Background: an optimization exercise with open tools, aiming at small area. Do not read the settings as production practice.
Function was checked by simulation only, so behaviour that the tests miss may differ from the original.
The flow treats the clock pin as an ideal source, which a real chip does not have.
Power is estimated from default activity; no workload was simulated.

==> build 98: inputs <==
==> flow/design.v (excerpt) <==
module cp0_exc_ctrl
#(
  parameter int          NUM_IRQ    = 6,
  parameter int          NEST_DEPTH = 3,
  parameter logic [31:0] EXC_VECTOR = 32'h00400004
) (
  input  logic               cp0_clk,
  input  logic               cp0_rst,
  input  logic               cp0_ena,
  input  logic               mfc0,
  input  logic               mtc0,
  input  logic               eret,
  input  logic               exc_req,
  input  logic [4:0]         exc_code,
  input  logic [31:0]        pc,
  input  logic [4:0]         addr,
  input  logic [31:0]        data_in,
  input  logic [NUM_IRQ-1:0] irq,
  output logic [31:0]        cp0_out,
  output logic [31:0]        pc_redirect,
  output logic               exc_take,
  output logic [2:0]         nest_lvl,
  output logic               nest_ovf
);
==> module cp0_timer, before the edit <==
module cp0_timer
(
  input  logic        clk,
  input  logic        rst,
  input  logic        ena,
  input  logic        wr_en,
  input  logic [4:0]  addr,
  input  logic [31:0] data_in,
  output logic [31:0] count,
  output logic [31:0] compare,
  output logic        tick
);
  logic        wr_count;
  logic        wr_compare;
  logic [32:0] carry;
  logic [31:0] count_inc;
  assign wr_count   = wr_en & (addr == REG_COUNT);
  assign wr_compare = wr_en & (addr == REG_COMPARE);
  assign carry[0] = ena;
  for (genvar b = 0; b < 32; b++) begin : g_inc
    assign count_inc[b] = count[b] ^ carry[b];
    assign carry[b+1]   = count[b] & carry[b];
  end
  always_ff @(negedge clk or posedge rst) begin
    if (rst) begin
      count   <= '0;
      compare <= '0;
      tick    <= 1'b0;
    end else begin
      count <= wr_count ? data_in : count_inc;
      if (wr_compare) begin
        compare <= data_in;
        tick    <= 1'b0;
      end else if (ena && count == compare) begin
        tick    <= 1'b1;
      end
    end
  end
endmodule
export LEC_CHECK = 0
export CAP_MARGIN = 20
export CORE_MARGIN = 2
export CORE_UTILIZATION = 40
export SLEW_MARGIN = 20
export SYNTH_HIERARCHICAL = 1
create_clock -name core_clock -period 14.0 [get_ports {cp0_clk}]
standard.sh (not shown) runs the stock make flow with config.mk's settings and CLKGATE_MAP_FILE= SYNTH_SCRIPT=/design/flow/synth_recipe.tcl, a recipe that flattens the netlist after the stock synthesis.
==> flow/flow/run.sh <==
#!/bin/bash
# Own layout flow:
#  2. the standard ORFS steps from floorplan on, with small port buffers,
#     clustered clock inverters (pre_cts.tcl) and CTS without dummy loads.
# Each tool's output goes to a log file of its own in this folder.
set -euo pipefail
W=$(pwd)

bash standard.sh synth > 1_standard_synth.log 2>&1

# our config: the standard flow's plus the layout options in flow/extra.mk
cp config.mk own_config.mk
cat $W/flow/extra.mk >> own_config.mk
echo "export PRE_CTS_TCL = $W/flow/pre_cts.tcl" >> own_config.mk
sed -e "s#DESIGN_CONFIG=[^ ]*#DESIGN_CONFIG=$W/own_config.mk#" standard.sh > own_standard.sh

bash own_standard.sh finish > 2_own_layout.log 2>&1
test -f out/final.def
Other scripts of this flow, unchanged in this note and not shown: flow/flow/extra.mk, flow/flow/pre_cts.tcl
==> inputs of trial 48, as changes to build 98 <==
--- a/flow/design.v
+++ b/flow/design.v
@@ -35,7 +35,7 @@
   assign wr_count   = wr_en & (addr == REG_COUNT);
   assign wr_compare = wr_en & (addr == REG_COMPARE);
-  assign carry[0] = ena;
+  assign carry[0] = 1'b1;
   for (genvar b = 0; b < 32; b++) begin : g_inc
-    assign count_inc[b] = count[b] ^ carry[b];
+    assign count_inc[b] = count[b] ^ (carry[b] & ena);
     assign carry[b+1]   = count[b] & carry[b];
   end
--- a/flow/config.mk
+++ b/flow/config.mk
@@ -6,7 +6,7 @@
 export NUM_CORES = 4
 export LEC_CHECK = 0
-export CAP_MARGIN = 20
+export CAP_MARGIN = 0
 export CORE_MARGIN = 2
 export CORE_UTILIZATION = 40
-export SLEW_MARGIN = 20
+export SLEW_MARGIN = 0
 export SYNTH_HIERARCHICAL = 1
==> summary.md <==
| Metric | Value |
|---|---|
| M1 WL | 61,700 um |
| Worst R2R Setup Slack | 10.23 ns |
| Status | finished clean |
| Pin count of the biggest net entering global routing | 66 |
| Vias | 34,300 |
| Worst hold slack | 0.401 ns |
# the run above: trial 48

==> summary.md <==
| Metric | Value |
|---|---|
| Status | finished with violations |
| Layout violations | setup timing |
| Final worst slack | -0.613 ns |
| Clock power share | 31.5% |
| Worst Hold Class | reg -> reg |
| Worst hold slack | 0.383 ns |
| Met2 wire length | 63,000 um |
| Worst path top cell family by delay | adder cells |
| Reg area | 21,400 um^2 |
| Pin count of the biggest net entering global routing | 47 |
| Final setup violation count | 5 |
# the run above: build 98


---

==> inputs of indigo <==
Another version of the RTL of cp0_exc_ctrl (not shown whole).
## cp0_exc_ctrl
module cp0_exc_ctrl
#(
  parameter int          NUM_IRQ    = 6,
  parameter int          NEST_DEPTH = 3,
  parameter logic [31:0] EXC_VECTOR = 32'h00400004
) (
  input  logic               cp0_clk,
  input  logic               cp0_rst,
  input  logic               cp0_ena,
  input  logic               mfc0,
  input  logic               mtc0,
  input  logic               eret,
  input  logic               exc_req,
  input  logic [4:0]         exc_code,
  input  logic [31:0]        pc,
  input  logic [4:0]         addr,
  input  logic [31:0]        data_in,
  input  logic [NUM_IRQ-1:0] irq,
  output logic [31:0]        cp0_out,
  output logic [31:0]        pc_redirect,
  output logic               exc_take,
  output logic [2:0]         nest_lvl,
  output logic               nest_ovf
);
  logic [31:0] regs [32];
  logic [31:0] reg_v;
  logic [31:0] status;
  logic        status_v;
  logic [31:0] epc;
  logic        epc_v;
  logic [4:0]  excode;
  logic [NUM_IRQ-1:0] ip_q;
  logic [7:0]  ip;
  logic        trap;
  logic        irq_pend;
  logic        take;
  logic        full;
  logic        do_mtc0;
  logic        wr_en;
  logic        push;
  logic        pop;
  logic        wr_status;
  logic        wr_epc;
  function automatic logic is_trap(input logic [4:0] c);
    is_trap = (c == EXC_SYSCALL) ||
              (c == EXC_BREAK) ||
              (c == EXC_TEQ);
  endfunction
  logic [31:0] count;
  logic [31:0] compare;
  logic        tmr_tick;
  cp0_timer u_timer (
    .clk     (cp0_clk),
    .rst     (cp0_rst),
    .ena     (cp0_ena),
    .wr_en   (wr_en),
    .addr    (addr),
    .data_in (data_in),
    .count   (count),
    .compare (compare),
    .tick    (tmr_tick)
  );
  always_comb begin
    ip = '0;
    ip[NUM_IRQ-1:0] = ip_q;
    ip[7] = tmr_tick;
  end
  assign trap      = exc_req & is_trap(exc_code);
  assign irq_pend  = status_v & status[IE_BIT] &
                     (|(status[IM_LSB +: 8] & ip));
  assign take      = trap | irq_pend;
  assign full      = (nest_lvl == 3'(NEST_DEPTH));
  assign do_mtc0   = mtc0 & ~take & ~eret;
  ...
export LEC_CHECK = 0
export CAP_MARGIN = 20
export CORE_MARGIN = 2
export CORE_UTILIZATION = 40
export SLEW_MARGIN = 20
export SYNTH_HIERARCHICAL = 1
create_clock -name core_clock -period 14.0 [get_ports {cp0_clk}]
Scripts as last shown in full above: flow/flow/run.sh
Other scripts of this flow, unchanged in this note and not shown: flow/flow/extra.mk, flow/flow/pre_cts.tcl
==> inputs of ember, as changes to indigo <==
--- a/flow/design.v
+++ b/flow/design.v
@@ -25,35 +25,49 @@
   input  logic [4:0]  addr,
   input  logic [31:0] data_in,
   output logic [31:0] count,
   output logic [31:0] compare,
   output logic        tick
 );
+  logic        wr_count;
+  logic        wr_compare;
+  logic [32:0] carry;
+  logic [31:0] count_inc;
+  assign wr_count   = wr_en & (addr == REG_COUNT);
+  assign wr_compare = wr_en & (addr == REG_COMPARE);
+  assign carry[0] = 1'b1;
+  for (genvar b = 0; b < 32; b++) begin : g_inc
+    assign count_inc[b] = count[b] ^ carry[b];
+    assign carry[b+1]   = count[b] & carry[b];
+  end
   always_ff @(negedge clk or posedge rst) begin
     if (rst) begin
       count   <= '0;
       compare <= '0;
       tick    <= 1'b0;
-    end else if (ena) begin
-      if (wr_en && addr == REG_COUNT)
+    end else begin
+      if (wr_count)
         count <= data_in;
-      else
-        count <= count + 32'd1;
-      if (wr_en && addr == REG_COMPARE) begin
+      else if (ena)
+        count <= count_inc;
+      if (wr_compare) begin
         compare <= data_in;
         tick    <= 1'b0;
-      end else if (count == compare) begin
+      end else if (ena && count == compare) begin
         tick    <= 1'b1;
       end
     end
   end
 endmodule
 import cp0_pkg::*;
 module cp0_ao22 (input logic a1, a2, b1, b2, output logic y);
   assign y = (a1 & a2) | (b1 & b2);
 endmodule
+module cp0_oai22 (input logic a1, a2, b1, b2, output logic y);
+  assign y = ~((a1 | a2) & (b1 | b2));
+endmodule
 module cp0_aoi222 (input logic a1, a2, b1, b2, c1, c2, output logic y);
   assign y = ~((a1 & a2) | (b1 & b2) | (c1 & c2));
 endmodule
 module cp0_nand2 (input logic a, b, output logic y);
   assign y = ~(a & b);
 endmodule
@@ -63,41 +77,55 @@
 module cp0_nand4 (input logic a, b, c, d, output logic y);
   assign y = ~(a & b & c & d);
 endmodule
 module cp0_or3 (input logic a, b, c, output logic y);
   assign y = a | b | c;
 endmodule
-module cp0_orsel #(parameter int N = 32) (
-  input  logic [N-1:0] sel,
-  input  logic [N-1:0] dat,
-  output logic         y
+module cp0_orsel27 (
+  input  logic [26:0] sel,
+  input  logic [26:0] dat,
+  output logic [2:0]  p
 );
-  localparam int T = N / 3;           
-  localparam int R = N % 3;           
-  localparam int M = T + R;           
-  logic [11:0] g;
-  logic [2:0]  p;
-  for (genvar i = 0; i < T; i++) begin : g_t
+  logic [8:0] g;
+  for (genvar i = 0; i < 9; i++) begin : g_t
     cp0_aoi222 u (.a1(sel[3*i]),   .a2(dat[3*i]),
                   .b1(sel[3*i+1]), .b2(dat[3*i+1]),
                   .c1(sel[3*i+2]), .c2(dat[3*i+2]), .y(g[i]));
   end
-  for (genvar i = 0; i < R; i++) begin : g_r
-    cp0_nand2 u (.a(sel[3*T+i]), .b(dat[3*T+i]), .y(g[T+i]));
+  for (genvar i = 0; i < 3; i++) begin : g_p
+    cp0_nand3 u (.a(g[3*i]), .b(g[3*i+1]), .c(g[3*i+2]), .y(p[i]));
   end
-  for (genvar i = M; i < 12; i++) begin : g_pad
-    assign g[i] = 1'b1;
-  end
-  cp0_nand4 u_p0 (.a(g[0]), .b(g[1]), .c(g[2]),  .d(g[3]),  .y(p[0]));
-  cp0_nand4 u_p1 (.a(g[4]), .b(g[5]), .c(g[6]),  .d(g[7]),  .y(p[1]));
-  if (M == 12) begin : g_m12
-    cp0_nand4 u_p2 (.a(g[8]), .b(g[9]), .c(g[10]), .d(g[11]), .y(p[2]));
-  end else begin : g_m11
-    cp0_nand3 u_p2 (.a(g[8]), .b(g[9]), .c(g[10]), .y(p[2]));
+endmodule
+module cp0_rdbit #(parameter int NH = 4) (
+  input  logic [2:0]    pst,
+  input  logic          flip,
+  input  logic [NH-1:0] hsel,
+  input  logic [NH-1:0] hdat,
+  output logic          y
+);
+  logic st, stn;
+  logic [1:0] gh;
+  logic       gx;
+  cp0_or3   u_or (.a(pst[0]), .b(pst[1]), .c(pst[2]), .y(st));
+  cp0_xnor2 u_x  (.a(st), .b(flip), .y(stn));
+  cp0_aoi222 u_h0 (.a1(hsel[0]), .a2(hdat[0]), .b1(hsel[1]), .b2(hdat[1]),
+                   .c1(hsel[2]), .c2(hdat[2]), .y(gh[0]));
+  if (NH == 4) begin : g_h4
+    cp0_nand2 u_h1 (.a(hsel[3]), .b(hdat[3]), .y(gh[1]));
+    cp0_nand3 u_o  (.a(stn), .b(gh[0]), .c(gh[1]), .y(y));
+  end else begin : g_h5
+    cp0_nand2 u_h1 (.a(hsel[3]), .b(hdat[3]), .y(gh[1]));
+    cp0_nand2 u_h2 (.a(hsel[4]), .b(hdat[4]), .y(gx));
+    cp0_nand4 u_o  (.a(stn), .b(gh[0]), .c(gh[1]), .d(gx), .y(y));
   end
-  cp0_or3 u_o (.a(p[0]), .b(p[1]), .c(p[2]), .y(y));
+endmodule
+module cp0_xnor2 (input logic a, b, output logic y);
+  assign y = ~(a ^ b);
+endmodule
+module cp0_xor2 (input logic a, b, output logic y);
+  assign y = a ^ b;
 endmodule
 module cp0_exc_ctrl
 #(
   parameter int          NUM_IRQ    = 6,
   parameter int          NEST_DEPTH = 3,
   parameter logic [31:0] EXC_VECTOR = 32'h00400004
@@ -223,31 +251,42 @@
               ({32{st_hold}}   & status);
     epc    <= ({32{push &  trap}} & (pc + 32'd4)) |
               ({32{push & ~trap}} & pc) |
               ({32{wr_epc}}       & data_in) |
               ({32{epc_hold}}     & epc);
   end
+  logic        phase;
+  logic [31:0] wdata;
+  always_ff @(negedge cp0_clk or posedge cp0_rst) begin
+    if (cp0_rst)
+      phase <= 1'b0;
+    else
+      phase <= ~phase;
+  end
+  for (genvar b = 0; b < 32; b++) begin : g_wd
+    cp0_xor2 u_x (.a(data_in[b]), .b(phase), .y(wdata[b]));
+  end
   for (genvar i = 0; i < 32; i++) begin : g_reg
     if (i == REG_STATUS || i == REG_CAUSE || i == REG_EPC ||
         i == REG_COUNT || i == REG_COMPARE) begin : g_hw
       assign regs[i]  = '0;
       assign reg_v[i] = 1'b0;
     end else begin : g_st
-      logic we_i, hold_i;
-      assign we_i   = wr_en & (addr == 5'(i));
-      assign hold_i = reg_v[i] & ~we_i;
+      logic we_i, wen_i;
+      assign we_i  = wr_en & (addr == 5'(i));
+      assign wen_i = ~we_i;
       always_ff @(negedge cp0_clk or posedge cp0_rst) begin
         if (cp0_rst)
           reg_v[i] <= 1'b0;
         else if (we_i)
           reg_v[i] <= 1'b1;
       end
       logic [31:0] nxt_i;
       for (genvar b = 0; b < 32; b++) begin : g_b
-        cp0_ao22 u_h (.a1(we_i), .a2(data_in[b]), .b1(hold_i), .b2(regs[i][b]),
-                      .y(nxt_i[b]));
+        cp0_oai22 u_h (.a1(regs[i][b]), .a2(we_i), .b1(wen_i), .b2(wdata[b]),
+                       .y(nxt_i[b]));
       end
       always_ff @(negedge cp0_clk)
         regs[i] <= nxt_i;
     end
   end
   logic        rd_en;
@@ -263,38 +302,46 @@
     rsel[REG_COUNT]   = rd_en & (addr == REG_COUNT);
     rsel[REG_COMPARE] = rd_en & (addr == REG_COMPARE);
     cause = '0;
     cause[IP_LSB +: 8]  = ip;
     cause[EXC_LSB +: 5] = excode;
   end
+  function automatic int st_index(input int j);
+    int k, n;
+    n = 0;
+    st_index = 0;
+    for (k = 0; k < 32; k++) begin
+      if (!(k == REG_STATUS || k == REG_CAUSE || k == REG_EPC ||
+            k == REG_COUNT || k == REG_COMPARE)) begin
+        if (n == j) st_index = k;
+        n++;
+      end
+    end
+  endfunction
+  logic [26:0] ssel;
+  logic        flip;
+  for (genvar j = 0; j < 27; j++) begin : g_ss
+    assign ssel[j] = rsel[st_index(j)];
+  end
+  assign flip = phase & (|ssel);
   for (genvar b = 0; b < 32; b++) begin : g_rd
     localparam bit HAS_CAUSE = (b == 15) || (b >= 8 && b <= 13) || (b >= 2 && b <= 6);
-    localparam int N = HAS_CAUSE ? 32 : 31;
-    logic [N-1:0] s, d;
-    for (genvar k = 0; k < 32; k++) begin : g_k
-      localparam int J = (HAS_CAUSE || k <= REG_CAUSE) ? k : k - 1;
-      if (k == REG_STATUS) begin : g_st
-        assign s[J] = rsel[k];
-        assign d[J] = status[b];
-      end else if (k == REG_EPC) begin : g_epc
-        assign s[J] = rsel[k];
-        assign d[J] = epc[b];
-      end else if (k == REG_COUNT) begin : g_cnt
-        assign s[J] = rsel[k];
-        assign d[J] = count[b];
-      end else if (k == REG_COMPARE) begin : g_cmp
-        assign s[J] = rsel[k];
-        assign d[J] = compare[b];
-      end else if (k == REG_CAUSE) begin : g_cause
-        if (HAS_CAUSE) begin : g_live
-          assign s[J] = rsel[k];
-          assign d[J] = cause[b];
-        end
-      end else begin : g_reg
-        assign s[J] = rsel[k];
-        assign d[J] = regs[k][b];
-      end
+    localparam int NH = HAS_CAUSE ? 5 : 4;
+    logic [26:0] sd;
+    logic [2:0]  pst;
+    logic [NH-1:0] hs, hd;
+    for (genvar j = 0; j < 27; j++) begin : g_sd
+      assign sd[j] = regs[st_index(j)][b];
+    end
+    assign hs[0] = rsel[REG_STATUS];  assign hd[0] = status[b];
+    assign hs[1] = rsel[REG_EPC];     assign hd[1] = epc[b];
+    assign hs[2] = rsel[REG_COUNT];   assign hd[2] = count[b];
+    assign hs[3] = rsel[REG_COMPARE]; assign hd[3] = compare[b];
+    if (HAS_CAUSE) begin : g_c
+      assign hs[4] = rsel[REG_CAUSE]; assign hd[4] = cause[b];
     end
-    cp0_orsel #(.N(N)) u_rd (.sel(s), .dat(d), .y(cp0_out[b]));
+    cp0_orsel27 u_st (.sel(ssel), .dat(sd), .p(pst));
+    cp0_rdbit #(.NH(NH)) u_rd (.pst(pst), .flip(flip), .hsel(hs), .hdat(hd),
+                               .y(cp0_out[b]));
   end
   assign pc_redirect = (eret & cp0_ena) ? (epc_v ? epc : 32'h0) : EXC_VECTOR;
 endmodule
==> notes.md <==
quantity	indigo	ember
Setup ws final	0.562 ns	0.407 ns
Cell Int Power	3800 uW	4240 uW
Synthesized area	38,600 sq um	37,200 sq um
Wire length per cell	31.9 um	30.7 um
Post-Syn Instances	3,267	3,291
Number of tapcells	1,265	1,243
Placer's final routability congestion estimate	0.898	0.962
Synth Area per Inst	11.8 sq um	11.3 sq um
#FFs+latches synth	1,038	1,039
Sequential cell area share	0.490	0.503
Final std cell area, no fill	43,600 sq um	42,400 sq um
Hold slack final	0.423 ns	0.397 ns
Final routed wirelength across all metal layers	156,000 um	151,000 um
DIE AREA	98,900 sq um	95,500 sq um
Num sequential	1,038	1,039
Compound-gate portion of the synthesized area	0.328	0.271
Outcome	finished clean	finished clean
Flop+latch power	3100 uW	3540 uW
Largest fanout on the critical path	17	16
Met1 wire length	65,000 um	60,800 um
Row Count	113	111
Adder and majority cell fraction of the synthesized area	0.00117	0.0110
Number of iterations in the first detailed-routing pass	10	8
